What follows belongs to an exercise in optimizing a design on an open flow for small area and a short achievable clock period; a production flow would make more cautious choices.
In this exercise RTL edits were held to simulation tests only and were not proved equivalent to the original.

$ cat design/flow/run.sh
#!/bin/bash
# synth_recipe.tcl (not shown) runs the flow's synth.tcl, then flattens the netlist and writes it again
# the make line also repeats each setting of config.mk as NAME=value (left out here)
make -C /OpenROAD-flow-scripts/flow DESIGN_CONFIG=/design/flow/config.mk WORK_HOME=/design/flow/orfs CLKGATE_MAP_FILE= SYNTH_SCRIPT=/design/flow/synth_recipe.tcl finish
$ cat design/flow/config.mk
export PLATFORM = sky130hd
export DESIGN_NAME = conv_layer_top
export DESIGN_NICKNAME = conv_layer_top
export VERILOG_FILES = /design/flow/design.v
export SDC_FILE = /design/flow/constraint.sdc
export NUM_CORES = 4
export LEC_CHECK = 0
export CAP_MARGIN = 20
export CORE_MARGIN = 2
export CORE_UTILIZATION = 40
export SLEW_MARGIN = 20
$ cat design/flow/constraint.sdc
create_clock -name core_clock -period 8.0 [get_ports {clk}]
set_input_delay 1.6000 -clock core_clock [delete_from_list [all_inputs] [get_ports {clk}]]
set_output_delay 1.6000 -clock core_clock [all_outputs]
set_load 0.01 [all_outputs]
$ cat design/flow/design.v
package conv_ctrl_pkg;
        localparam int num_channels = 3;
        localparam int num_lanes = 8;
        localparam int num_taps = 25;    
        localparam int channel_w = 2;
        localparam int tap_w = 5;
        localparam int lane_w = 3;
        localparam logic drain_idle = 1'b0;
        localparam logic drain_busy = 1'b1;
endpackage
package conv_types_pkg;
        localparam int sample_w = 12;
        localparam int weight_w = 8;
        localparam int acc_w = 25;      
        localparam int chsum_w = 27;    
        localparam int result_w = 12;
        localparam int scale_shift = 8;
        localparam int result_max = 2047;
        localparam int result_min = -2048;
endpackage
`timescale 1ns/1ps
import conv_types_pkg::*;
import conv_ctrl_pkg::*;
module weight_bank (
        input  logic clk,
        input  logic rst,
        input  logic weight_we,
        input  logic [channel_w-1:0] weight_channel,
        input  logic [tap_w-1:0] weight_tap,
        input  logic [weight_w-1:0] weight_data,
        input  logic [tap_w-1:0] tap,
        output logic [num_channels*4-1:0] b_one,
        output logic [num_channels*4-1:0] b_two,
        output logic [num_channels*4-1:0] b_nz,
        output logic [num_channels*4-1:0] b_neg,
        output logic [7:0] b_nsum
);
        logic [weight_w-1:0] weight_regs [num_channels*num_taps];
        logic [weight_w-1:0] wdata;
        assign wdata = rst ? '0 : weight_data;
        always_ff @(posedge clk) begin
                for (int c = 0; c < num_channels; c++)
                        for (int t = 0; t < num_taps; t++)
                                if (rst || (weight_we && weight_channel == c && weight_tap == t))
                                        weight_regs[c*num_taps + t] <= wdata;
        end
        always_ff @(posedge clk) begin
                logic [weight_w-1:0] w;
                logic [2:0] g;
                logic [7:0] ns;
                ns = '0;
                for (int c = 0; c < num_channels; c++) begin
                        w = weight_regs[c*num_taps + tap];
                        for (int j = 0; j < 4; j++) begin
                                g = {w[2*j+1], w[2*j], (j == 0) ? 1'b0 : w[2*j-1]};
                                b_one[c*4+j] <= g[1] ^ g[0];
                                b_two[c*4+j] <= (g == 3'b100) || (g == 3'b011);
                                b_nz[c*4+j]  <= (g != 3'b000) && (g != 3'b111);
                                b_neg[c*4+j] <= g[2] && (g != 3'b111);
                                ns = ns + ((g[2] && (g != 3'b111)) ? (8'd1 << (2*j)) : 8'd0);
                        end
                end
                b_nsum <= ns;
        end
endmodule
`timescale 1ns/1ps
import conv_types_pkg::*;
import conv_ctrl_pkg::*;
module tap_sequencer (
        input  logic clk,
        input  logic rst,
        input  logic valid_in,
        input  logic [num_channels*num_lanes*sample_w-1:0] in_samples,
        output logic [tap_w-1:0] tap,
        output logic bus_en,             
        output logic bus_first,          
        output logic bus_last,           
        output logic [num_channels*num_lanes*sample_w-1:0] bus_samples
);
        logic tap_is_last;
        assign tap_is_last = (tap == tap_w'(num_taps - 1));
        always_ff @(posedge clk) begin
                if (rst) begin
                        tap <= '0;
                        bus_en <= 1'b0;
                end else begin
                        bus_en <= valid_in;
                        if (valid_in) begin
                                if (tap_is_last)
                                        tap <= '0;
                                else
                                        tap <= tap + tap_w'(1);
                        end
                end
        end
        always_ff @(posedge clk) begin
                bus_first <= (tap == '0);
                bus_last <= tap_is_last;
                bus_samples <= in_samples;
        end
endmodule
`timescale 1ns/1ps
import conv_types_pkg::*;
import conv_ctrl_pkg::*;
module fa3 (input logic a, input logic b, input logic c, output logic s, output logic co);
	assign s = a ^ b ^ c;
	assign co = (a & b) | (a & c) | (b & c);
endmodule
module ha2 (input logic a, input logic b, output logic s, output logic co);
	assign s = a ^ b;
	assign co = a & b;
endmodule
module lane_tree (
	input  logic [12:0] r0_0,
	input  logic [12:0] r0_1,
	input  logic [12:0] r0_2,
	input  logic [12:0] r0_3,
	input  logic [12:0] r1_0,
	input  logic [12:0] r1_1,
	input  logic [12:0] r1_2,
	input  logic [12:0] r1_3,
	input  logic [12:0] r2_0,
	input  logic [12:0] r2_1,
	input  logic [12:0] r2_2,
	input  logic [12:0] r2_3,
	input  logic [7:0] nsum,
	output logic [20:0] ps,
	output logic [20:0] pc
);
	logic fs0, fc0;
	logic fs1, fc1;
	logic fs2, fc2;
	logic fs3, fc3;
	logic fs4, fc4;
	logic fs5, fc5;
	logic fs6, fc6;
	logic fs7, fc7;
	logic fs8, fc8;
	logic fs9, fc9;
	logic fs10, fc10;
	logic fs11, fc11;
	logic fs12, fc12;
	logic fs13, fc13;
	logic fs14, fc14;
	logic fs15, fc15;
	logic fs16, fc16;
	logic fs17, fc17;
	logic fs18, fc18;
	logic fs19, fc19;
	logic fs20, fc20;
	logic fs21, fc21;
	logic fs22, fc22;
	logic fs23, fc23;
	logic fs24, fc24;
	logic fs25, fc25;
	logic fs26, fc26;
	logic fs27, fc27;
	logic fs28, fc28;
	logic fs29, fc29;
	logic fs30, fc30;
	logic fs31, fc31;
	logic fs32, fc32;
	logic fs33, fc33;
	logic fs34, fc34;
	logic fs35, fc35;
	logic fs36, fc36;
	logic fs37, fc37;
	logic fs38, fc38;
	logic fs39, fc39;
	logic fs40, fc40;
	logic fs41, fc41;
	logic fs42, fc42;
	logic fs43, fc43;
	logic fs44, fc44;
	logic fs45, fc45;
	logic fs46, fc46;
	logic fs47, fc47;
	logic fs48, fc48;
	logic fs49, fc49;
	logic fs50, fc50;
	logic fs51, fc51;
	logic fs52, fc52;
	logic fs53, fc53;
	logic fs54, fc54;
	logic fs55, fc55;
	logic fs56, fc56;
	logic fs57, fc57;
	logic fs58, fc58;
	logic fs59, fc59;
	logic fs60, fc60;
	logic fs61, fc61;
	logic fs62, fc62;
	logic fs63, fc63;
	logic fs64, fc64;
	logic fs65, fc65;
	logic fs66, fc66;
	logic fs67, fc67;
	logic fs68, fc68;
	logic fs69, fc69;
	logic fs70, fc70;
	logic fs71, fc71;
	logic fs72, fc72;
	logic fs73, fc73;
	logic fs74, fc74;
	logic fs75, fc75;
	logic fs76, fc76;
	logic fs77, fc77;
	logic fs78, fc78;
	logic fs79, fc79;
	logic fs80, fc80;
	logic fs81, fc81;
	logic fs82, fc82;
	logic fs83, fc83;
	logic fs84, fc84;
	logic fs85, fc85;
	logic fs86, fc86;
	logic fs87, fc87;
	logic fs88, fc88;
	logic fs89, fc89;
	logic fs90, fc90;
	logic fs91, fc91;
	logic fs92, fc92;
	logic fs93, fc93;
	logic fs94, fc94;
	logic fs95, fc95;
	logic fs96, fc96;
	logic fs97, fc97;
	logic fs98, fc98;
	logic fs99, fc99;
	logic fs100, fc100;
	logic fs101, fc101;
	logic fs102, fc102;
	logic fs103, fc103;
	logic fs104, fc104;
	logic fs105, fc105;
	logic fs106, fc106;
	logic fs107, fc107;
	logic fs108, fc108;
	logic fs109, fc109;
	logic fs110, fc110;
	logic fs111, fc111;
	logic fs112, fc112;
	logic fs113, fc113;
	logic fs114, fc114;
	logic fs115, fc115;
	logic fs116, fc116;
	logic fs117, fc117;
	logic fs118, fc118;
	logic fs119, fc119;
	logic fs120, fc120;
	logic fs121, fc121;
	logic fs122, fc122;
	logic fs123, fc123;
	logic fs124, fc124;
	logic fs125, fc125;
	logic fs126, fc126;
	logic fs127, fc127;
	logic fs128, fc128;
	logic fs129, fc129;
	logic fs130, fc130;
	logic fs131, fc131;
	logic fs132, fc132;
	logic fs133, fc133;
	logic fs134, fc134;
	logic fs135, fc135;
	fa3 u_fa0 (.a(nsum[0]), .b(r0_0[0]), .c(r1_0[0]), .s(fs0), .co(fc0));
	fa3 u_fa1 (.a(nsum[1]), .b(r0_0[1]), .c(r1_0[1]), .s(fs1), .co(fc1));
	ha2 u_ha2 (.a(r2_0[1]), .b(fc0), .s(fs2), .co(fc2));
	fa3 u_fa3 (.a(nsum[2]), .b(r0_0[2]), .c(r0_1[0]), .s(fs3), .co(fc3));
	fa3 u_fa4 (.a(r1_0[2]), .b(r1_1[0]), .c(r2_0[2]), .s(fs4), .co(fc4));
	fa3 u_fa5 (.a(r2_1[0]), .b(fc1), .c(fs3), .s(fs5), .co(fc5));
	ha2 u_ha6 (.a(fs4), .b(fc2), .s(fs6), .co(fc6));
	fa3 u_fa7 (.a(nsum[3]), .b(r0_0[3]), .c(r0_1[1]), .s(fs7), .co(fc7));
	fa3 u_fa8 (.a(r1_0[3]), .b(r1_1[1]), .c(r2_0[3]), .s(fs8), .co(fc8));
	fa3 u_fa9 (.a(r2_1[1]), .b(fc3), .c(fc4), .s(fs9), .co(fc9));
	fa3 u_fa10 (.a(fs7), .b(fs8), .c(fc5), .s(fs10), .co(fc10));
	ha2 u_ha11 (.a(fs9), .b(fc6), .s(fs11), .co(fc11));
	fa3 u_fa12 (.a(nsum[4]), .b(r0_0[4]), .c(r0_1[2]), .s(fs12), .co(fc12));
	fa3 u_fa13 (.a(r0_2[0]), .b(r1_0[4]), .c(r1_1[2]), .s(fs13), .co(fc13));
	fa3 u_fa14 (.a(r1_2[0]), .b(r2_0[4]), .c(r2_1[2]), .s(fs14), .co(fc14));
	fa3 u_fa15 (.a(r2_2[0]), .b(fc7), .c(fc8), .s(fs15), .co(fc15));
	fa3 u_fa16 (.a(fs12), .b(fs13), .c(fs14), .s(fs16), .co(fc16));
	fa3 u_fa17 (.a(fc9), .b(fs15), .c(fs16), .s(fs17), .co(fc17));
	ha2 u_ha18 (.a(fc10), .b(fs17), .s(fs18), .co(fc18));
	fa3 u_fa19 (.a(nsum[5]), .b(r0_0[5]), .c(r0_1[3]), .s(fs19), .co(fc19));
	fa3 u_fa20 (.a(r0_2[1]), .b(r1_0[5]), .c(r1_1[3]), .s(fs20), .co(fc20));
	fa3 u_fa21 (.a(r1_2[1]), .b(r2_0[5]), .c(r2_1[3]), .s(fs21), .co(fc21));
	fa3 u_fa22 (.a(r2_2[1]), .b(fc12), .c(fc13), .s(fs22), .co(fc22));
	fa3 u_fa23 (.a(fc14), .b(fs19), .c(fs20), .s(fs23), .co(fc23));
	fa3 u_fa24 (.a(fs21), .b(fc15), .c(fc16), .s(fs24), .co(fc24));
	fa3 u_fa25 (.a(fs22), .b(fs23), .c(fc17), .s(fs25), .co(fc25));
	ha2 u_ha26 (.a(fs24), .b(fc18), .s(fs26), .co(fc26));
	fa3 u_fa27 (.a(nsum[6]), .b(r0_0[6]), .c(r0_1[4]), .s(fs27), .co(fc27));
	fa3 u_fa28 (.a(r0_2[2]), .b(r0_3[0]), .c(r1_0[6]), .s(fs28), .co(fc28));
	fa3 u_fa29 (.a(r1_1[4]), .b(r1_2[2]), .c(r1_3[0]), .s(fs29), .co(fc29));
	fa3 u_fa30 (.a(r2_0[6]), .b(r2_1[4]), .c(r2_2[2]), .s(fs30), .co(fc30));
	fa3 u_fa31 (.a(r2_3[0]), .b(fc19), .c(fc20), .s(fs31), .co(fc31));
	fa3 u_fa32 (.a(fc21), .b(fs27), .c(fs28), .s(fs32), .co(fc32));
	fa3 u_fa33 (.a(fs29), .b(fs30), .c(fc22), .s(fs33), .co(fc33));
	fa3 u_fa34 (.a(fc23), .b(fs31), .c(fs32), .s(fs34), .co(fc34));
	fa3 u_fa35 (.a(fc24), .b(fs33), .c(fs34), .s(fs35), .co(fc35));
	ha2 u_ha36 (.a(fc25), .b(fs35), .s(fs36), .co(fc36));
	fa3 u_fa37 (.a(nsum[7]), .b(r0_0[7]), .c(r0_1[5]), .s(fs37), .co(fc37));
	fa3 u_fa38 (.a(r0_2[3]), .b(r0_3[1]), .c(r1_0[7]), .s(fs38), .co(fc38));
	fa3 u_fa39 (.a(r1_1[5]), .b(r1_2[3]), .c(r1_3[1]), .s(fs39), .co(fc39));
	fa3 u_fa40 (.a(r2_0[7]), .b(r2_1[5]), .c(r2_2[3]), .s(fs40), .co(fc40));
	fa3 u_fa41 (.a(r2_3[1]), .b(fc27), .c(fc28), .s(fs41), .co(fc41));
	fa3 u_fa42 (.a(fc29), .b(fc30), .c(fs37), .s(fs42), .co(fc42));
	fa3 u_fa43 (.a(fs38), .b(fs39), .c(fs40), .s(fs43), .co(fc43));
	fa3 u_fa44 (.a(fc31), .b(fc32), .c(fs41), .s(fs44), .co(fc44));
	fa3 u_fa45 (.a(fs42), .b(fs43), .c(fc33), .s(fs45), .co(fc45));
	fa3 u_fa46 (.a(fc34), .b(fs44), .c(fs45), .s(fs46), .co(fc46));
	ha2 u_ha47 (.a(fc35), .b(fs46), .s(fs47), .co(fc47));
	fa3 u_fa48 (.a(r0_0[8]), .b(r0_1[6]), .c(r0_2[4]), .s(fs48), .co(fc48));
	fa3 u_fa49 (.a(r0_3[2]), .b(r1_0[8]), .c(r1_1[6]), .s(fs49), .co(fc49));
	fa3 u_fa50 (.a(r1_2[4]), .b(r1_3[2]), .c(r2_0[8]), .s(fs50), .co(fc50));
	fa3 u_fa51 (.a(r2_1[6]), .b(r2_2[4]), .c(r2_3[2]), .s(fs51), .co(fc51));
	fa3 u_fa52 (.a(fc37), .b(fc38), .c(fc39), .s(fs52), .co(fc52));
	fa3 u_fa53 (.a(fc40), .b(fs48), .c(fs49), .s(fs53), .co(fc53));
	fa3 u_fa54 (.a(fs50), .b(fs51), .c(fc41), .s(fs54), .co(fc54));
	fa3 u_fa55 (.a(fc42), .b(fc43), .c(fs52), .s(fs55), .co(fc55));
	fa3 u_fa56 (.a(fs53), .b(fc44), .c(fs54), .s(fs56), .co(fc56));
	fa3 u_fa57 (.a(fs55), .b(fc45), .c(fs56), .s(fs57), .co(fc57));
	ha2 u_ha58 (.a(fc46), .b(fs57), .s(fs58), .co(fc58));
	fa3 u_fa59 (.a(r0_0[9]), .b(r0_1[7]), .c(r0_2[5]), .s(fs59), .co(fc59));
	fa3 u_fa60 (.a(r0_3[3]), .b(r1_0[9]), .c(r1_1[7]), .s(fs60), .co(fc60));
	fa3 u_fa61 (.a(r1_2[5]), .b(r1_3[3]), .c(r2_0[9]), .s(fs61), .co(fc61));
	fa3 u_fa62 (.a(r2_1[7]), .b(r2_2[5]), .c(r2_3[3]), .s(fs62), .co(fc62));
	fa3 u_fa63 (.a(fc48), .b(fc49), .c(fc50), .s(fs63), .co(fc63));
	fa3 u_fa64 (.a(fc51), .b(fs59), .c(fs60), .s(fs64), .co(fc64));
	fa3 u_fa65 (.a(fs61), .b(fs62), .c(fc52), .s(fs65), .co(fc65));
	fa3 u_fa66 (.a(fc53), .b(fs63), .c(fs64), .s(fs66), .co(fc66));
	fa3 u_fa67 (.a(fc54), .b(fc55), .c(fs65), .s(fs67), .co(fc67));
	fa3 u_fa68 (.a(fs66), .b(fc56), .c(fs67), .s(fs68), .co(fc68));
	ha2 u_ha69 (.a(fc57), .b(fs68), .s(fs69), .co(fc69));
	fa3 u_fa70 (.a(r0_0[10]), .b(r0_1[8]), .c(r0_2[6]), .s(fs70), .co(fc70));
	fa3 u_fa71 (.a(r0_3[4]), .b(r1_0[10]), .c(r1_1[8]), .s(fs71), .co(fc71));
	fa3 u_fa72 (.a(r1_2[6]), .b(r1_3[4]), .c(r2_0[10]), .s(fs72), .co(fc72));
	fa3 u_fa73 (.a(r2_1[8]), .b(r2_2[6]), .c(r2_3[4]), .s(fs73), .co(fc73));
	fa3 u_fa74 (.a(fc59), .b(fc60), .c(fc61), .s(fs74), .co(fc74));
	fa3 u_fa75 (.a(fc62), .b(fs70), .c(fs71), .s(fs75), .co(fc75));
	fa3 u_fa76 (.a(fs72), .b(fs73), .c(fc63), .s(fs76), .co(fc76));
	fa3 u_fa77 (.a(fc64), .b(fs74), .c(fs75), .s(fs77), .co(fc77));
	fa3 u_fa78 (.a(fc65), .b(fs76), .c(fc66), .s(fs78), .co(fc78));
	fa3 u_fa79 (.a(fs77), .b(fc67), .c(fs78), .s(fs79), .co(fc79));
	ha2 u_ha80 (.a(fc68), .b(fs79), .s(fs80), .co(fc80));
	fa3 u_fa81 (.a(r0_0[11]), .b(r0_1[9]), .c(r0_2[7]), .s(fs81), .co(fc81));
	fa3 u_fa82 (.a(r0_3[5]), .b(r1_0[11]), .c(r1_1[9]), .s(fs82), .co(fc82));
	fa3 u_fa83 (.a(r1_2[7]), .b(r1_3[5]), .c(r2_0[11]), .s(fs83), .co(fc83));
	fa3 u_fa84 (.a(r2_1[9]), .b(r2_2[7]), .c(r2_3[5]), .s(fs84), .co(fc84));
	fa3 u_fa85 (.a(fc70), .b(fc71), .c(fc72), .s(fs85), .co(fc85));
	fa3 u_fa86 (.a(fc73), .b(fs81), .c(fs82), .s(fs86), .co(fc86));
	fa3 u_fa87 (.a(fs83), .b(fs84), .c(fc74), .s(fs87), .co(fc87));
	fa3 u_fa88 (.a(fc75), .b(fs85), .c(fs86), .s(fs88), .co(fc88));
	fa3 u_fa89 (.a(fc76), .b(fs87), .c(fc77), .s(fs89), .co(fc89));
	fa3 u_fa90 (.a(fs88), .b(fc78), .c(fs89), .s(fs90), .co(fc90));
	ha2 u_ha91 (.a(fc79), .b(fs90), .s(fs91), .co(fc91));
	fa3 u_fa92 (.a(r0_0[12]), .b(r0_1[10]), .c(r0_2[8]), .s(fs92), .co(fc92));
	fa3 u_fa93 (.a(r0_3[6]), .b(r1_0[12]), .c(r1_1[10]), .s(fs93), .co(fc93));
	fa3 u_fa94 (.a(r1_2[8]), .b(r1_3[6]), .c(r2_0[12]), .s(fs94), .co(fc94));
	fa3 u_fa95 (.a(r2_1[10]), .b(r2_2[8]), .c(r2_3[6]), .s(fs95), .co(fc95));
	fa3 u_fa96 (.a(fc81), .b(fc82), .c(fc83), .s(fs96), .co(fc96));
	fa3 u_fa97 (.a(fc84), .b(fs92), .c(fs93), .s(fs97), .co(fc97));
	fa3 u_fa98 (.a(fs94), .b(fs95), .c(fc85), .s(fs98), .co(fc98));
	fa3 u_fa99 (.a(fc86), .b(fs96), .c(fs97), .s(fs99), .co(fc99));
	fa3 u_fa100 (.a(fc87), .b(fs98), .c(fc88), .s(fs100), .co(fc100));
	fa3 u_fa101 (.a(fs99), .b(fc89), .c(fs100), .s(fs101), .co(fc101));
	ha2 u_ha102 (.a(fc90), .b(fs101), .s(fs102), .co(fc102));
	fa3 u_fa103 (.a(r0_1[11]), .b(r0_2[9]), .c(r0_3[7]), .s(fs103), .co(fc103));
	fa3 u_fa104 (.a(r1_1[11]), .b(r1_2[9]), .c(r1_3[7]), .s(fs104), .co(fc104));
	fa3 u_fa105 (.a(r2_1[11]), .b(r2_2[9]), .c(r2_3[7]), .s(fs105), .co(fc105));
	fa3 u_fa106 (.a(fc92), .b(fc93), .c(fc94), .s(fs106), .co(fc106));
	fa3 u_fa107 (.a(fc95), .b(fs103), .c(fs104), .s(fs107), .co(fc107));
	fa3 u_fa108 (.a(fs105), .b(fc96), .c(fc97), .s(fs108), .co(fc108));
	fa3 u_fa109 (.a(fs106), .b(fs107), .c(fc98), .s(fs109), .co(fc109));
	fa3 u_fa110 (.a(fc99), .b(fs108), .c(fs109), .s(fs110), .co(fc110));
	fa3 u_fa111 (.a(fc100), .b(fs110), .c(fc101), .s(fs111), .co(fc111));
	fa3 u_fa112 (.a(r0_1[12]), .b(r0_2[10]), .c(r0_3[8]), .s(fs112), .co(fc112));
	fa3 u_fa113 (.a(r1_1[12]), .b(r1_2[10]), .c(r1_3[8]), .s(fs113), .co(fc113));
	fa3 u_fa114 (.a(r2_1[12]), .b(r2_2[10]), .c(r2_3[8]), .s(fs114), .co(fc114));
	fa3 u_fa115 (.a(fc103), .b(fc104), .c(fc105), .s(fs115), .co(fc115));
	fa3 u_fa116 (.a(fs112), .b(fs113), .c(fs114), .s(fs116), .co(fc116));
	fa3 u_fa117 (.a(fc106), .b(fc107), .c(fs115), .s(fs117), .co(fc117));
	fa3 u_fa118 (.a(fs116), .b(fc108), .c(fs117), .s(fs118), .co(fc118));
	fa3 u_fa119 (.a(fc109), .b(fs118), .c(fc110), .s(fs119), .co(fc119));
	fa3 u_fa120 (.a(r0_2[11]), .b(r0_3[9]), .c(r1_2[11]), .s(fs120), .co(fc120));
	fa3 u_fa121 (.a(r1_3[9]), .b(r2_2[11]), .c(r2_3[9]), .s(fs121), .co(fc121));
	fa3 u_fa122 (.a(fc112), .b(fc113), .c(fc114), .s(fs122), .co(fc122));
	fa3 u_fa123 (.a(fs120), .b(fs121), .c(fc115), .s(fs123), .co(fc123));
	fa3 u_fa124 (.a(fc116), .b(fs122), .c(fc117), .s(fs124), .co(fc124));
	fa3 u_fa125 (.a(fs123), .b(fc118), .c(fs124), .s(fs125), .co(fc125));
	fa3 u_fa126 (.a(r0_2[12]), .b(r0_3[10]), .c(r1_2[12]), .s(fs126), .co(fc126));
	fa3 u_fa127 (.a(r1_3[10]), .b(r2_2[12]), .c(r2_3[10]), .s(fs127), .co(fc127));
	fa3 u_fa128 (.a(fc120), .b(fc121), .c(fs126), .s(fs128), .co(fc128));
	fa3 u_fa129 (.a(fs127), .b(fc122), .c(fs128), .s(fs129), .co(fc129));
	fa3 u_fa130 (.a(fc123), .b(fs129), .c(fc124), .s(fs130), .co(fc130));
	fa3 u_fa131 (.a(r0_3[11]), .b(r1_3[11]), .c(r2_3[11]), .s(fs131), .co(fc131));
	fa3 u_fa132 (.a(fc126), .b(fc127), .c(fs131), .s(fs132), .co(fc132));
	fa3 u_fa133 (.a(fc128), .b(fs132), .c(fc129), .s(fs133), .co(fc133));
	fa3 u_fa134 (.a(r0_3[12]), .b(r1_3[12]), .c(r2_3[12]), .s(fs134), .co(fc134));
	fa3 u_fa135 (.a(fc131), .b(fs134), .c(fc132), .s(fs135), .co(fc135));
	assign ps[0] = r2_0[0];
	assign pc[0] = fs0;
	assign ps[1] = fs1;
	assign pc[1] = fs2;
	assign ps[2] = fs5;
	assign pc[2] = fs6;
	assign ps[3] = fs10;
	assign pc[3] = fs11;
	assign ps[4] = fc11;
	assign pc[4] = fs18;
	assign ps[5] = fs25;
	assign pc[5] = fs26;
	assign ps[6] = fc26;
	assign pc[6] = fs36;
	assign ps[7] = fc36;
	assign pc[7] = fs47;
	assign ps[8] = fc47;
	assign pc[8] = fs58;
	assign ps[9] = fc58;
	assign pc[9] = fs69;
	assign ps[10] = fc69;
	assign pc[10] = fs80;
	assign ps[11] = fc80;
	assign pc[11] = fs91;
	assign ps[12] = fc91;
	assign pc[12] = fs102;
	assign ps[13] = fc102;
	assign pc[13] = fs111;
	assign ps[14] = fc111;
	assign pc[14] = fs119;
	assign ps[15] = fc119;
	assign pc[15] = fs125;
	assign ps[16] = fc125;
	assign pc[16] = fs130;
	assign ps[17] = fc130;
	assign pc[17] = fs133;
	assign ps[18] = fc133;
	assign pc[18] = fs135;
	assign ps[19] = fc134;
	assign pc[19] = fc135;
	assign ps[20] = '0;
	assign pc[20] = '0;
endmodule
module mac_array (
        input  logic clk,
        input  logic rst,
        input  logic bus_en,
        input  logic bus_first,
        input  logic bus_last,
        input  logic [num_channels*num_lanes*sample_w-1:0] bus_samples,
        input  logic [num_channels*4-1:0] b_one,
        input  logic [num_channels*4-1:0] b_two,
        input  logic [num_channels*4-1:0] b_nz,
        input  logic [num_channels*4-1:0] b_neg,
        input  logic [7:0] b_nsum,
        output logic [num_lanes*26-1:0] sums,
        output logic sums_valid
);
        localparam int sum_w = 26;       
        localparam logic [sum_w-1:0] row_const = 26'h2719000;
        logic st2_en, st2_first, st2_last;
        always_ff @(posedge clk) begin
                if (rst) begin
                        st2_en <= 1'b0;
                        sums_valid <= 1'b0;
                end else begin
                        st2_en <= bus_en;
                        sums_valid <= st2_en & st2_last;
                end
        end
        always_ff @(posedge clk) begin
                st2_first <= bus_first;
                st2_last <= bus_last;
        end
        for (genvar l = 0; l < num_lanes; l++) begin : g_lane
                logic [12:0] r [num_channels][4];
                logic [20:0] ps, pc;
                logic [20:0] ps_q, pc_q;
                logic [sum_w-1:0] acc, acc_in, s3, c3, maj;
                for (genvar c = 0; c < num_channels; c++) begin : g_ch
                        logic [sample_w-1:0] x;
                        assign x = bus_samples[(c*num_lanes+l)*sample_w +: sample_w];
                        for (genvar j = 0; j < 4; j++) begin : g_dig
                                logic one, two, nz, neg;
                                assign one = b_one[c*4+j];
                                assign two = b_two[c*4+j];
                                assign nz = b_nz[c*4+j];
                                assign neg = b_neg[c*4+j];
                                assign r[c][j][0] = (one & x[0]) ^ neg;
                                for (genvar i = 1; i < sample_w; i++) begin : g_bit
                                        assign r[c][j][i] = ((one & x[i]) | (two & x[i-1])) ^ neg;
                                end
                                assign r[c][j][12] = ~((nz & x[11]) ^ neg);
                        end
                end
                lane_tree u_tree (
                        .r0_0(r[0][0]), .r0_1(r[0][1]), .r0_2(r[0][2]), .r0_3(r[0][3]),
                        .r1_0(r[1][0]), .r1_1(r[1][1]), .r1_2(r[1][2]), .r1_3(r[1][3]),
                        .r2_0(r[2][0]), .r2_1(r[2][1]), .r2_2(r[2][2]), .r2_3(r[2][3]),
                        .nsum(b_nsum), .ps(ps), .pc(pc)
                );
                always_ff @(posedge clk) begin
                        ps_q <= ps;
                        pc_q <= pc;
                end
                assign acc_in = st2_first ? row_const : acc;
                assign s3 = acc_in ^ sum_w'(ps_q) ^ sum_w'(pc_q);
                assign maj = (acc_in & sum_w'(ps_q)) | (acc_in & sum_w'(pc_q)) |
                             (sum_w'(ps_q) & sum_w'(pc_q));
                assign c3 = {maj[sum_w-2:0], 1'b0};
                always_ff @(posedge clk) begin
                        if (st2_en)
                                acc <= s3 + c3;
                end
                assign sums[l*sum_w +: sum_w] = acc;
        end
endmodule
`timescale 1ns/1ps
import conv_types_pkg::*;
import conv_ctrl_pkg::*;
module result_drain (
        input  logic clk,
        input  logic rst,
        input  logic [num_lanes*26-1:0] sums,
        input  logic sums_valid,
        output logic valid_out,
        output logic [result_w-1:0] conv_out
);
        localparam int sum_w = 26;
        logic state;
        logic [lane_w-1:0] lane_cnt;             
        logic [num_lanes*result_w-1:0] lane_results;
        logic [num_lanes*result_w-1:0] out_buf;
        always_comb begin
                logic [sum_w-1:0] s;
                for (int l = 0; l < num_lanes; l++) begin
                        s = sums[l*sum_w +: sum_w];
                        if (s[sum_w-1:19] == '0 || s[sum_w-1:19] == '1)
                                lane_results[l*result_w +: result_w] = s[19:8];
                        else if (s[sum_w-1])
                                lane_results[l*result_w +: result_w] = result_w'(result_min);
                        else
                                lane_results[l*result_w +: result_w] = result_w'(result_max);
                end
        end
        always_ff @(posedge clk) begin
                if (rst) begin
                        state <= drain_idle;
                        lane_cnt <= '0;
                end else begin
                        case (state)
                                drain_idle: begin
                                        if (sums_valid) begin
                                                state <= drain_busy;
                                                lane_cnt <= '0;
                                        end
                                end
                                drain_busy: begin
                                        if (lane_cnt == lane_w'(num_lanes - 1))
                                                state <= drain_idle;
                                        lane_cnt <= lane_cnt + lane_w'(1);
                                end
                                default: state <= drain_idle;
                        endcase
                end
        end
        always_ff @(posedge clk) begin
                if (sums_valid)
                        out_buf <= lane_results;
                else
                        out_buf <= {result_w'(0), out_buf[num_lanes*result_w-1:result_w]};
        end
        assign conv_out = out_buf[result_w-1:0];
        assign valid_out = (state == drain_busy);
endmodule
`timescale 1ns/1ps
module conv_layer_top (
        input  logic clk,
        input  logic rst,
        input  logic weight_we,
        input  logic [1:0] weight_channel,
        input  logic [4:0] weight_tap,
        input  logic [7:0] weight_data,
        input  logic valid_in,
        input  logic [287:0] in_samples,
        output logic valid_out,
        output logic [11:0] conv_out
);
        logic [4:0] tap;
        logic [11:0] b_one, b_two, b_nz, b_neg;
        logic [7:0] b_nsum;
        logic [207:0] sums;
        logic sums_valid;
        logic bus_en;
        logic bus_first;
        logic bus_last;
        logic [287:0] bus_samples;
        weight_bank weight_bank0 (
                .clk            (clk),
                .rst            (rst),
                .weight_we      (weight_we),
                .weight_channel (weight_channel),
                .weight_tap     (weight_tap),
                .weight_data    (weight_data),
                .tap            (tap),
                .b_one          (b_one),
                .b_two          (b_two),
                .b_nz           (b_nz),
                .b_neg          (b_neg),
                .b_nsum         (b_nsum)
        );
        tap_sequencer tap_sequencer0 (
                .clk         (clk),
                .rst         (rst),
                .valid_in    (valid_in),
                .in_samples  (in_samples),
                .tap         (tap),
                .bus_en      (bus_en),
                .bus_first   (bus_first),
                .bus_last    (bus_last),
                .bus_samples (bus_samples)
        );
        mac_array mac_array0 (
                .clk         (clk),
                .rst         (rst),
                .bus_en      (bus_en),
                .bus_first   (bus_first),
                .bus_last    (bus_last),
                .bus_samples (bus_samples),
                .b_one       (b_one),
                .b_two       (b_two),
                .b_nz        (b_nz),
                .b_neg       (b_neg),
                .b_nsum      (b_nsum),
                .sums        (sums),
                .sums_valid  (sums_valid)
        );
        result_drain result_drain0 (
                .clk        (clk),
                .rst        (rst),
                .sums       (sums),
                .sums_valid (sums_valid),
                .valid_out  (valid_out),
                .conv_out   (conv_out)
        );
endmodule
==> results.txt, run 1 <==
outcome finished clean; Worst EP required 8770 ps; DRT iter0 DRCs ~10000; final antenna-violating net count 0; WS Path Type reg2reg; core box area ~270000 sq um; count of pins over their slew limit 0; number of max-cap violations 0; Synth Cell Area roughly 110000 sq um; Post-synth top cells a22oi_1 (1212), fa_1 (1164), inv_1 (1157); PortBufs approximately 320; clk buf depth 4; fmax between 0.15 and 0.2 GHz; number of global-route vias before repair ~84000; TritonCTS clock tree yes; gr ovfl total 0; Final TNS setup 0 ps; final hold vios 0; CP max FO 28; Syn Area/Cell ~11 sq um; period utilization 67.7%; initial antenna violation count 56; share of cells above drive strength 1 under 10%; layout net count 11600; final setup fails 0; largest area contributor in the netlist edfxtp_1; sequential area share after synthesis a little over a third; Setup crit start kind flip-flop; Worst R2R End weight_bank0.b_nsum[4]; Die X between 500 and 600 microns; Final Util between 40 and 50%; Period minus WS final around 5400 ps; Slew @ Worst Pin around 1300 ps; first-pass GRT wire length 615000 microns; Area contributors post-synth edfxtp_1 (22%), fa_1 (21%), dfxtp_1 (14%), a22oi_1 (8.2%), xor2_1 (6.2%); starting density of the core about two fifths; Die ar. 280000 sq um; largest net degree at the start of global routing about 110; Primary FF master, synth edfxtp_1; Worst-path clk slew approximately 70 ps; CP Capture Type flip-flop; CTS root buf clkbuf_16; Die Ht 530 microns; Mapped Nets approximately 12000; HP Class reg2reg; r2r worst-path depth 14; Yosys cell types 95; hold_buf cts 0; First-pass DRT Iterations 10; DRC Markers 0; Seq cells post-synth 1584; synth warn 21; worst hold start tap_sequencer0.bus_last; Max Clock Skew roughly 90 ps; post-CTS setup buffers 0; CTS Buf Count between 150 and 200; Worst setup startpoint tap_sequencer0.tap[0]; final wirelength 430000 microns; area share of the largest cell type after synthesis between 20% and 30%; Post-synth EDFFs 808; Filler Cell Count 25100; Reg2Reg Launch Point tap_sequencer0.tap[0]; Clock Sinks approximately 1600; post_cts resized 0; DP HPWL roughly 310000 microns; DR vias 82100; worst setup path end weight_bank0.b_nsum[4]; Slew headroom between 10% and 20%; GPL Wtd Cong roughly 1.0; RSZ-0062 raised after global routing no; DP Area ~120000 sq um; reg2reg setup slack around 2600 ps; routed length per placed instance approximately 31 microns; Worst EP arrival a little over 6000 ps; Layout area overhead 11.3%; hold_ws roughly 330 ps; gr usage total 30.2%; clock latency at the later pin of the worst-skew pair 920 ps; Ports 320; top-count cell post-synth a22oi_1; Rows 192; # H-tree levels 4; Post-synth ARST share 0%; cell area after layout 123000 sq um; cell count after synthesis about 10000; Avg Vias per Cell 5.96
per-stage QoR:
| step | std cells | setup WS, ps |
|---|---|---|
| finish | 13800 | 2580 |
| global route | 13800 | 2310 |
| CTS | 13700 | 2680 |
| detailed placement | 13400 | 2750 |
| global placement | 13400 | 2500 |
| floorplan | 10100 | 2560 |
worst min-delay path by stage:
stage	endpoint	slack (ps)	cells after the start
2_1_floorplan	mac_array0.st2_first	310	0
3_3_place_gp	mac_array0.st2_last	310	0
3_5_place_dp	mac_array0.st2_last	320	0
4_1_cts	mac_array0.st2_last	340	0
5_1_grt	mac_array0.st2_last	340	0
6_report	mac_array0.st2_last	330	0
sequential cells by signal, indices dropped and copies added (netlist names), 3 cells and up:
name	flops
result_drain0.out_buf	96
weight_bank0.b_two	12
weight_bank0.b_nz	12
mac_array0.g_lane.ps_q	160
weight_bank0.weight_regs	600
weight_bank0.b_one	12
weight_bank0.b_nsum	8
mac_array0.g_lane.pc_q	160
tap_sequencer0.tap	5
mac_array0.g_lane.acc	208
result_drain0.lane_cnt	3
tap_sequencer0.bus_samples	288
weight_bank0.b_neg	12
cell usage in the layout (no fill, tap or decap), types with 20 or more instances in the layout:
cell type,Yosys,layout
nor2b_1,179,171
edfxtp_1,808,808
a221oi_1,54,54
a22oi_1,1212,1212
xnor2_1,602,602
a21o_1,83,83
o211ai_1,21,21
diode_2,0,66
buf_4,16,147
mux2_2,50,50
a211oi_1,30,30
fa_1,1164,1164
a22o_1,63,63
nor4_1,26,20
nand2_1,403,403
xor2_1,786,786
clkbuf_1,467,27
a31oi_1,33,33
or2_2,21,21
clkdlybuf4s50_1,0,318
dfxtp_1,776,731
o21a_1,45,45
nand4_1,39,39
nand2b_1,31,31
ha_1,284,278
a222oi_1,57,57
nor3_1,61,59
mux2i_1,40,40
inv_1,1157,1154
clkbuf_16,0,200
o21bai_1,61,47
clkinv_2,0,28
o21ai_0,146,146
dfxtp_4,0,39
a21oi_1,290,290
nor2_1,314,314
or3_1,20,20
o22ai_1,21,21
nand3_1,79,79
and3_1,28,28
per-layer routing:
| metal | global-route usage [%] | routed length [microns] | vias up |
|---|---|---|---|
| li1 | - | - | 33900 |
| met1 | 38.5 | 165000 | 41600 |
| met2 | 46.3 | 193000 | 5278 |
| met3 | 7.58 | 43900 | 1285 |
| met4 | 18.3 | 28300 | 30 |
| met5 | 0 | 314 | - |
cell families (layout without fill, tap and decap cells):
group / Yosys count / in the layout / share of synthesized area, %
and+or+nand+nor: 1271 / 1271 / 5.54
adders and majority gates: 1448 / 1448 / 24.3
buffers and inverters: 2061 / 1989 / 7.35
DFF: 1584 / 1584 / 36.0
AOI/OAI and AO/OA: 2262 / 2262 / 14.8
other: 0 / 66 / 0
xor gates and xnor gates: 1390 / 1390 / 11.0
muxes: 93 / 93 / 0.906
critical path: stages, from the launching register on:
cell and delay, ps:
dfxtp_1 570, ha_2 700, buf_4 540, a21oi_1 210, nor2_1 160, a21o_1 520, o31ai_1 190, a2111oi_2 510
nor4_4 100, buf_4 230, a2111oi_4 560, inv_1 100, ha_1 240, nor2_1 200, fa_1 440
layout make-up:
cell class / count / area (sq um) / area share (%)
Antenna cell: 66 / 165 / 0.134
Sequential cell: 1584 / 40000 / 32.5
Clock buffer: 238 / 5260 / 4.28
Inverter: 1160 / 4350 / 3.54
Multi-Input combinational cell: 6464 / 62800 / 51.0
Clock inverter: 107 / 1160 / 0.946
Tap cell: 3686 / 4610 / 3.75
Timing Repair Buffer: 484 / 4670 / 3.80
==> run 2, diff against run 1 <==
--- a/design/flow/design.v
+++ b/design/flow/design.v
@@ -31,2 +31,3 @@
         input  logic [tap_w-1:0] tap,
+        input  logic valid_in,
         output logic [num_channels*4-1:0] b_one,
@@ -35,2 +36,3 @@
         output logic [num_channels*4-1:0] b_neg,
+        output logic [num_channels*4-1:0] b_sx,     
         output logic [7:0] b_nsum
@@ -55,6 +57,7 @@
                                 g = {w[2*j+1], w[2*j], (j == 0) ? 1'b0 : w[2*j-1]};
-                                b_one[c*4+j] <= g[1] ^ g[0];
-                                b_two[c*4+j] <= (g == 3'b100) || (g == 3'b011);
-                                b_nz[c*4+j]  <= (g != 3'b000) && (g != 3'b111);
-                                b_neg[c*4+j] <= g[2] && (g != 3'b111);
+                                b_one[c*4+j] <= valid_in && (g[1] ^ g[0]);
+                                b_two[c*4+j] <= valid_in && ((g == 3'b100) || (g == 3'b011));
+                                b_nz[c*4+j]  <= valid_in && (g != 3'b000) && (g != 3'b111);
+                                b_neg[c*4+j] <= valid_in && g[2] && (g != 3'b111);
+                                b_sx[c*4+j]  <= valid_in && !(g[2] && (g != 3'b111));
                                 ns = ns + ((g[2] && (g != 3'b111)) ? (8'd1 << (2*j)) : 8'd0);
@@ -62,3 +65,3 @@
                 end
-                b_nsum <= ns;
+                b_nsum <= valid_in ? ns : 8'd0;
         end
@@ -455,2 +458,3 @@
         input  logic [num_channels*4-1:0] b_neg,
+        input  logic [num_channels*4-1:0] b_sx,
         input  logic [7:0] b_nsum,
@@ -472,3 +476,3 @@
         always_ff @(posedge clk) begin
-                st2_first <= bus_first;
+                st2_first <= bus_en & bus_first;
                 st2_last <= bus_last;
@@ -484,3 +488,3 @@
                         for (genvar j = 0; j < 4; j++) begin : g_dig
-                                logic one, two, nz, neg;
+                                logic one, two, nz, neg, sx;
                                 assign one = b_one[c*4+j];
@@ -489,2 +493,3 @@
                                 assign neg = b_neg[c*4+j];
+                                assign sx = b_sx[c*4+j];
                                 assign r[c][j][0] = (one & x[0]) ^ neg;
@@ -493,3 +498,3 @@
                                 end
-                                assign r[c][j][12] = ~((nz & x[11]) ^ neg);
+                                assign r[c][j][12] = (nz & x[11]) ^ sx;
                         end
@@ -512,4 +517,3 @@
                 always_ff @(posedge clk) begin
-                        if (st2_en)
-                                acc <= s3 + c3;
+                        acc <= s3 + c3;
                 end
@@ -590,3 +594,3 @@
         logic [4:0] tap;
-        logic [11:0] b_one, b_two, b_nz, b_neg;
+        logic [11:0] b_one, b_two, b_nz, b_neg, b_sx;
         logic [7:0] b_nsum;
@@ -606,2 +610,3 @@
                 .tap            (tap),
+                .valid_in       (valid_in),
                 .b_one          (b_one),
@@ -610,2 +615,3 @@
                 .b_neg          (b_neg),
+                .b_sx           (b_sx),
                 .b_nsum         (b_nsum)
@@ -634,2 +640,3 @@
                 .b_neg       (b_neg),
+                .b_sx        (b_sx),
                 .b_nsum      (b_nsum),
--- a/design/flow/config.mk
+++ b/design/flow/config.mk
@@ -7,2 +7,3 @@
 export LEC_CHECK = 0
+export ABC_CLOCK_PERIOD_IN_PS = 3500
 export CAP_MARGIN = 20
@@ -10,2 +11,3 @@
 export CORE_UTILIZATION = 40
+export SETUP_SLACK_MARGIN = 4.5
 export SLEW_MARGIN = 20
==> run 2 against run 1 <==
Effect of this change:
- the layout now fails its checks (capacitance limit, slew limit)
- sequential share of layout area decreased by 5.5 points
- critical endpoint is now mac_array0.g_lane[6].pc_q[10]
- die area down 1.7%
- setup slack improved by 1200 ps
==> results.txt, run 2 <==
outcome complete, but fails checks; Failing Checks capacitance limit, slew limit; Filler Cell Count 22700; Seq cells post-synth between 1500 and 2000; number of max-cap violations 1; Area contributors post-synth fa_1 (21%), dfxtp_1 (18%), edfxtp_1 (17%), a22oi_1 (8.5%), xor2_1 (6.9%); sequential area share after synthesis 35.0%; PortBufs between 300 and 400; Slew headroom -9.84%; met2 WL post-DR 217000 microns; Post-synth top cells a22oi_1 (1233), inv_1 (1170), fa_1 (1164); CP Capture Type flip-flop; Die ar. between 200000 and 300000 sq um; First-pass DRT Iterations 16; wl on met1 177000 microns; count of pins over their slew limit 9; final antenna-violating net count 0; initial antenna violation count 61; Period minus WS final approximately 4300 ps; clk buf depth 4; Slew @ Worst Pin around 1600 ps; reg2reg setup slack around 3700 ps; DRT iter0 DRCs approximately 14000; Ports 320; number of global-route vias before repair roughly 90000; Avg Vias per Cell about 6.4; routed length per placed instance between 30 and 40 microns; met3 WL post-DR around 84000 microns; Yosys cell types 91; Mapped Nets about 12000; final hold vios 0; synth warn 21; first-pass GRT wire length 687000 microns; Final TNS setup 0 ps; Worst EP required a little under 9000 ps; DRC Markers 0; share of cells above drive strength 1 28.5%; CTS root buf clkbuf_16; gr ovfl total 0; Die X roughly 520 microns; clock latency at the later pin of the worst-skew pair roughly 940 ps; Clock Sinks between 1500 and 2000; most common cell after layout, fill and taps aside inv_1; Hold Path Stages 0; largest net degree at the start of global routing between 70 and 80; RSZ-0062 raised after global routing yes; layout net count 12500; DR vias 93500; most frequent cells in the layout inv_1 (990), dfxtp_1 (911), a22oi_1 (881); Post-synth EDFFs 600; cell count after synthesis slightly above 10000; worst hold start tap_sequencer0.bus_last; CP max FO 5; final setup fails 0; starting density of the core approximately two fifths; GPL Wtd Cong ~1.0; Die Ht roughly 520 microns; Reg2Reg Launch Point weight_bank0.b_two[2]; WS Path Type reg2reg; DP Area 115000 sq um; Top Registers weight_bank0.weight_regs: 600 flops, tap_sequencer0.bus_samples: 288 flops, mac_array0.g_lane.acc: 208 flops; Post-synth ARST share 0%; core box area around 270000 sq um; worst hold path endpoint mac_array0.st2_last; Synth Cell Area 109000 sq um; Setup crit start kind flip-flop; fmax between 0.2 and 0.25 GHz; area occupied by multi-input gates approximately 70000 sq um; Primary FF master, synth dfxtp_1; Syn Area/Cell 10.7 sq um; gr usage total between 30% and 40%; r2r worst-path depth 15; area share of the largest cell type after synthesis between 20% and 30%; # H-tree levels 4; CTS Buf Count 183; DP HPWL 302000 microns; Worst R2R End mac_array0.g_lane[6].pc_q[10]; Layout area overhead 30.4%; HP Class reg2reg; Reg with most FFs weight_bank0.weight_regs; period utilization between 50% and 60%; Max Clock Skew just under 90 ps; Worst-path clk slew around 70 ps; top-count cell post-synth a22oi_1; max reg flops 600; top sig layer met5; Worst EP arrival a little over 5000 ps; final wirelength between 500000 and 600000 microns; cell area after layout ~140000 sq um; Rows 191; storage element area 38200 sq um; largest area contributor in the netlist fa_1; TritonCTS clock tree yes; Worst setup startpoint weight_bank0.b_two[2]
[run 2: cell types whose count changed in the layout (fill, tap and decap cells not counted), moves of 195 or more]
cell	change
buf_6	+195
a22oi_1	-331
a22oi_2	+352
buf_4	+329
fa_2	+356
fa_1	-356
edfxtp_1	-208
[run 2: worst max-delay path by stage]
stage,slack (ps),endpoint
global placement,2250,weight_bank0.b_nsum[6]
global route,3800,mac_array0.g_lane[6].pc_q[10]
finish,3750,mac_array0.g_lane[6].pc_q[10]
CTS,4010,mac_array0.g_lane[2].pc_q[10]
detailed placement,2760,weight_bank0.b_nsum[2]
floorplan,3770,weight_bank0.weight_regs[0][0]
[run 2: critical path, cell delays in order (launching register included)]
cell	delay (ps)
dfxtp_4	410
buf_12	160
buf_16	150
buf_12	140
a22oi_1	310
xnor2_1	130
fa_2	570
clkinvlp_4	230
fa_1	450
inv_1	90
fa_2	240
fa_1	440
inv_1	90
fa_1	420
inv_1	80
ha_2	260
[run 2: area by class of cell]
type | count | area share, %
Sequential cell | 1596 | 27.0
Clock buffer | 237 | 3.55
Clock inverter | 94 | 0.856
Timing Repair Buffer | 1383 | 12.6
Multi-Input combinational cell | 6454 | 49.6
Antenna cell | 54 | 0.0955
Tap cell | 3570 | 3.16
Inverter | 1171 | 3.13
[run 2: cells by family (layout without fill, tap and decap cells)]
| kind of cell | after synthesis | in the layout | share of synthesized area (%) |
|---|---|---|---|
| multiplexers | 76 | 76 | 0.757 |
| buffers and inverters | 2065 | 2885 | 7.47 |
| AND/OR/NAND/NOR | 1319 | 1320 | 5.79 |
| XOR/XNOR | 1396 | 1396 | 11.3 |
| AO/OA/AOI/OAI | 2214 | 2214 | 15.0 |
| other | 0 | 54 | 0 |
| flip-flops | 1596 | 1596 | 35.0 |
| adder cells (fa/ha/maj) | 1448 | 1448 | 24.7 |
[run 2: per-stage QoR]
step                hold slack, ps  worst slack (ps)  instances  utilization (%)
finish                         346              3750      14600             52.4
global placement               315              2250      13300             42.6
CTS                            334              4010      14100             48.8
floorplan                      310              3770      10100                -
detailed placement             319              2760      13300             42.7
global route                   347              3800      14500             52.3
[run 2: routing by layer]
layer | up-vias | GRT usage (%)
met1 | 46600 | 41.8
met2 | 8400 | 50.9
li1 | 35500 | -
met3 | 2838 | 13.8
met5 | - | 0.208
met4 | 57 | 26.5
[run 2: repair_timing]
item                       in CTS  in global routing
pin swaps                     266                634
setup buffers                 468                302
hold buffers                    0                  0
setup endpoints to repair     436                344
resized for setup             839               1242
cloned                         49                 76

[port drivers added, routing unchanged]
How much do the figures lean on ideal ports? The routed layouts below were timed once more, with nothing changed but the port constraints. Step 1 sets driving cells, clkbuf_16 on the clock port and buf_2 on the other inputs (assumed; they add their load-dependent delay and slew). Step 2 also shifts input and output timing later by t, the mid clock arrival at the registers, as if the neighbouring blocks saw the same clock. Three values: ideal ports, drivers, drivers and shift; two values: the first two.
| run | t (ns) | setup WS [ns] | worst hold slack (ns) | worst data-port slew with drivers (ns) | pins driven straight from the clock port |
|---|---|---|---|---|---|
| run 1 | 0.977 | 2.580 / 2.580 / 2.580 | 0.332 / 0.332 / 0.332 | 0.17 | 1 |
| run 2 | 1.006 | 3.748 / 3.748 / 3.551 | 0.346 / 0.346 / 0.346 | 0.13 | 1 |
For run 2, which loses most, drivers alone change the setup slack by 0.000 ns; drivers and shift together by -0.197 ns.
